Source: an optimization exercise on an open RTL-to-GDS flow (aim: small area and few clock cycles). Production flows keep margins and buffers that such runs may drop.
Where RTL was checked, it was by simulation tests only, not by an equivalence proof against the original.

## block_mean_ascii_quantizer
module block_mean_ascii_quantizer #(
  parameter int MAX_WIDTH  = bmaq_pkg::MAX_WIDTH_DEF,
  parameter int BLOCK_ROWS = bmaq_pkg::BLOCK_ROWS_DEF,
  parameter int BLOCK_COLS = bmaq_pkg::BLOCK_COLS_DEF
) (
  input  wire logic                            clk_i,
  input  wire logic                            rst_ni,
  input  wire logic                            cfg_we_i,
  input  wire logic [bmaq_pkg::CFG_IDX_W-1:0]  cfg_index_i,
  input  wire logic [bmaq_pkg::CFG_DATA_W-1:0] cfg_data_i,
  input  wire logic                            s_axis_tvalid_i,
  output logic                                 s_axis_tready_o,
  input  wire logic [7:0]                      s_axis_tdata_i,    
  output logic                                 m_axis_tvalid_o,
  input  wire logic                            m_axis_tready_i,
  output logic      [7:0]                      m_axis_tdata_o,    
  output logic                                 m_axis_tlast_o,
  output logic      [0:0]                      m_axis_tuser_o     
);
  localparam int NWin  = 9;
  localparam int WinW  = $clog2(NWin);
  localparam int ColW  = $clog2(MAX_WIDTH);
  localparam int EffW  = ((ColW > WIDTH_W) ? ColW : WIDTH_W) + 1;
  localparam int SubW  = (BLOCK_COLS > 1) ? $clog2(BLOCK_COLS) : 1;
  localparam int RibW  = (BLOCK_ROWS > 1) ? $clog2(BLOCK_ROWS) : 1;
  localparam int CntW  = $clog2(BLOCK_ROWS * BLOCK_COLS + 1);
  localparam int RowSW = $clog2(BLOCK_COLS * 255 + 1);
  localparam int AccW  = $clog2(BLOCK_ROWS * BLOCK_COLS * 255 + 1);
  localparam int NibW  = 4;
  localparam int StoW  = NibW * BLOCK_COLS;
  localparam int ThrW  = PIX_W + CntW;
  localparam int CmpW  = (ThrW > AccW) ? ThrW : AccW;
  logic [WIDTH_W-1:0]  width_q;
  ...
make LEC_CHECK=0 CAP_MARGIN=20 CORE_MARGIN=2 CORE_UTILIZATION=45 SLEW_MARGIN=20 finish   # period 9.0 ns
run.sh (not shown) runs the stock make flow with config.mk's settings and CLKGATE_MAP_FILE= SYNTH_SCRIPT=/design/flow/synth_recipe.tcl, a recipe that flattens the netlist after the stock synthesis.
The baseline finished with setup timing left.
Change:
--- a/flow/config.mk
+++ b/flow/config.mk
@@ -7,0 +8 @@
+export ABC_AREA = 1
Effect:
- The changed run finished but failed the layout checks on setup timing
- sequential share of layout area rose by 0.82 points
- wire length fell by roughly a tenth
- final area fell slightly
- non-clock buffer count fell by 74
Function was not checked in any run of this note: the RTL went through the layout flow alone.


before:
block_mean_ascii_quantizer, a different RTL version from the one above (not shown whole).
Size in the first run: about 3800 cells after synthesis, about 2100 flip-flops, roughly 38 I/O pins, about 52000 um^2 of cells after synthesis.
Design block_mean_ascii_quantizer, start of the top module:
module block_mean_ascii_quantizer #(
  parameter int MAX_WIDTH  = bmaq_pkg::MAX_WIDTH_DEF,
  parameter int BLOCK_ROWS = bmaq_pkg::BLOCK_ROWS_DEF,
  parameter int BLOCK_COLS = bmaq_pkg::BLOCK_COLS_DEF
) (
  input  wire logic                            clk_i,
  input  wire logic                            rst_ni,
  input  wire logic                            cfg_we_i,
  input  wire logic [bmaq_pkg::CFG_IDX_W-1:0]  cfg_index_i,
  input  wire logic [bmaq_pkg::CFG_DATA_W-1:0] cfg_data_i,
  input  wire logic                            s_axis_tvalid_i,
  output logic                                 s_axis_tready_o,
  input  wire logic [7:0]                      s_axis_tdata_i,    
  output logic                                 m_axis_tvalid_o,
  input  wire logic                            m_axis_tready_i,
  output logic      [7:0]                      m_axis_tdata_o,    
  output logic                                 m_axis_tlast_o,
  output logic      [0:0]                      m_axis_tuser_o     
);
  localparam int NWin  = 8;
  localparam int WinW  = $clog2(NWin);
  localparam int ColW  = $clog2(MAX_WIDTH);
  ...
Settings: LEC_CHECK=0, ABC_AREA=1, CAP_MARGIN=20, CORE_MARGIN=2, CORE_UTILIZATION=60, CTS_CLUSTER_DIAMETER=110, CTS_CLUSTER_SIZE=32, GPL_TIMING_DRIVEN=0, SLEW_MARGIN=20; clock period 9.0 ns.
Testbench counts of before, summed over its fixed seeds: cycles 192,960.
#### Input delta (after over before)
- clearing GPL_TIMING_DRIVEN, which used to be 0
[summary]
Comparing layout cell share with drive strength beyond 1 for after and before, the bigger number came from before.
| final standard cell area without fillers | after vs before | ≈ equal |
Reported for after and before, number of synthesized flops with an enable pin turned out identical to the last digit.


## job 8449
block_mean_ascii_quantizer, a different RTL version from the one above (not shown whole).
Size: ~2,100 flip-flops, ~38 I/O pins.
clock: 9.0 ns
lec_check: 0
abc_area: 1
cap_margin: 20
core_margin: 2
core_utilization: 45
slew_margin: 20
Looking at the reports, job 8449 completed the entire flow and the layout it produced met the timing, design-rule and antenna checks.
Testbench counts of job 8449, summed over its fixed seeds: cycles 192,960.
## Diff of input files: job 5645 against job 8449
--- a/flow/config.mk
+++ b/flow/config.mk
@@ -9,4 +9,4 @@
 export CAP_MARGIN = 20
 export CORE_MARGIN = 2
-export CORE_UTILIZATION = 45
+export CORE_UTILIZATION = 60
 export SLEW_MARGIN = 20
Results
Compare job 8449 and job 5645 | height of the die lower: job 5645. | clock latency at the later pin of the worst-skew pair | job 5645 vs job 8449 | 0.02 ns higher |. Compared with job 8449, job 5645 has extra setup slack. | via count | job 5645 vs job 8449 | worse |. Job 5645 against job 8449: wire length of the first global-routing pass moved up, relative slew slack moved down. Going from job 8449 to job 5645, the post-route fraction of the period consumed by the critical path was found to have gone down by 0.49 points.
Relative to job 5645, the following input files were edited for job 5973:
--- a/flow/config.mk
+++ b/flow/config.mk
@@ -9,4 +9,6 @@
 export CAP_MARGIN = 20
 export CORE_MARGIN = 2
-export CORE_UTILIZATION = 60
+export CORE_UTILIZATION = 45
+export CTS_BUF_LIST = sky130_fd_sc_hd__clkbuf_8
+export CTS_CLUSTER_SIZE = 30
 export SLEW_MARGIN = 20
Results
Job 5973 closes out successfully: all stages finished, all timing, DRC and antenna checks passed.
Diff job 5645 -> job 5973 | utilization | decrease of 17 points
The highest-delay cell along the critical path comes out clkinv_1 in one run and xor2_1 in the other, namely in job 5645 and job 5973 respectively.
Via count of the first global-routing pass, job 5973 vs job 5645: down by a little under 10%
Looking at measured slew at the worst slew-check pin, job 5973 sits below job 5645.
diff inputs: job 5973 => job 5938
--- a/flow/config.mk
+++ b/flow/config.mk
@@ -9,6 +9,6 @@
 export CAP_MARGIN = 20
 export CORE_MARGIN = 2
-export CORE_UTILIZATION = 45
-export CTS_BUF_LIST = sky130_fd_sc_hd__clkbuf_8
-export CTS_CLUSTER_SIZE = 30
+export CORE_UTILIZATION = 60
+export CTS_CLUSTER_DIAMETER = 100
+export CTS_CLUSTER_SIZE = 28
 export SLEW_MARGIN = 20
## What came out
Per the final summary, job 5938 finished and its layout is clean on timing, DRC and antenna.
Measured against job 5973, the vertical extent of the die of job 5938 comes out at 0.868 times the reference value.
In job 5938 the worst-case setup slack after placement turned out 0.077 ns higher than in job 5973.
Job 5938 vs job 5973: cell depth of the worst flop-to-flop path up by a few percent
Measured against each other, job 5973 and job 5938 differ in wire length on met3, the higher figure coming from job 5973.
Of job 5973 and job 5938, the lower HPWL after detailed placement belongs to job 5973.

==> re-timing with driven ports <==
How much do the figures lean on ideal ports? The routed layouts below were timed once more, with nothing changed but the port constraints.
Step 1 sets driving cells, clkbuf_16 on the clock port and buf_2 on the other inputs (assumed; they add their load-dependent delay and slew).
Step 2 adds t to the input delays and takes it off the output delays; t is the mean of the earliest and latest rising clock arrival at the registers after step 1. Input paths then give back, and output paths get back, about the clock's delay inside the block.
Three values: ideal, step 1, step 2; two values: the first two.
| run | shift t [ns] | setup WS [ns] | worst setup path at the end |
|---|---|---|---|
| the first run of note 1 | 0.830 | -1.954 / -1.954 / -1.954 | register to register |
| the second run of note 1 | 0.840 | -0.773 / -0.773 / -0.773 | register to register |
| before | 0.724 | 0.552 / 0.552 / 0.352 | input to register |
| after | 0.729 | 0.958 / 0.958 / 0.556 | input to register |
| job 8449 | 0.816 | 1.399 / 1.399 / 1.399 | register to register |
| job 5645 | 0.832 | 1.443 / 1.443 / 1.443 | register to register |
| job 5973 | 0.967 | 1.417 / 1.417 / 1.417 | register to register |
| job 5938 | 0.756 | 1.349 / 1.349 / 1.349 | register to register |
For after, which loses most, drivers alone change the setup slack by 0.000 ns; drivers and shift together by -0.402 ns.
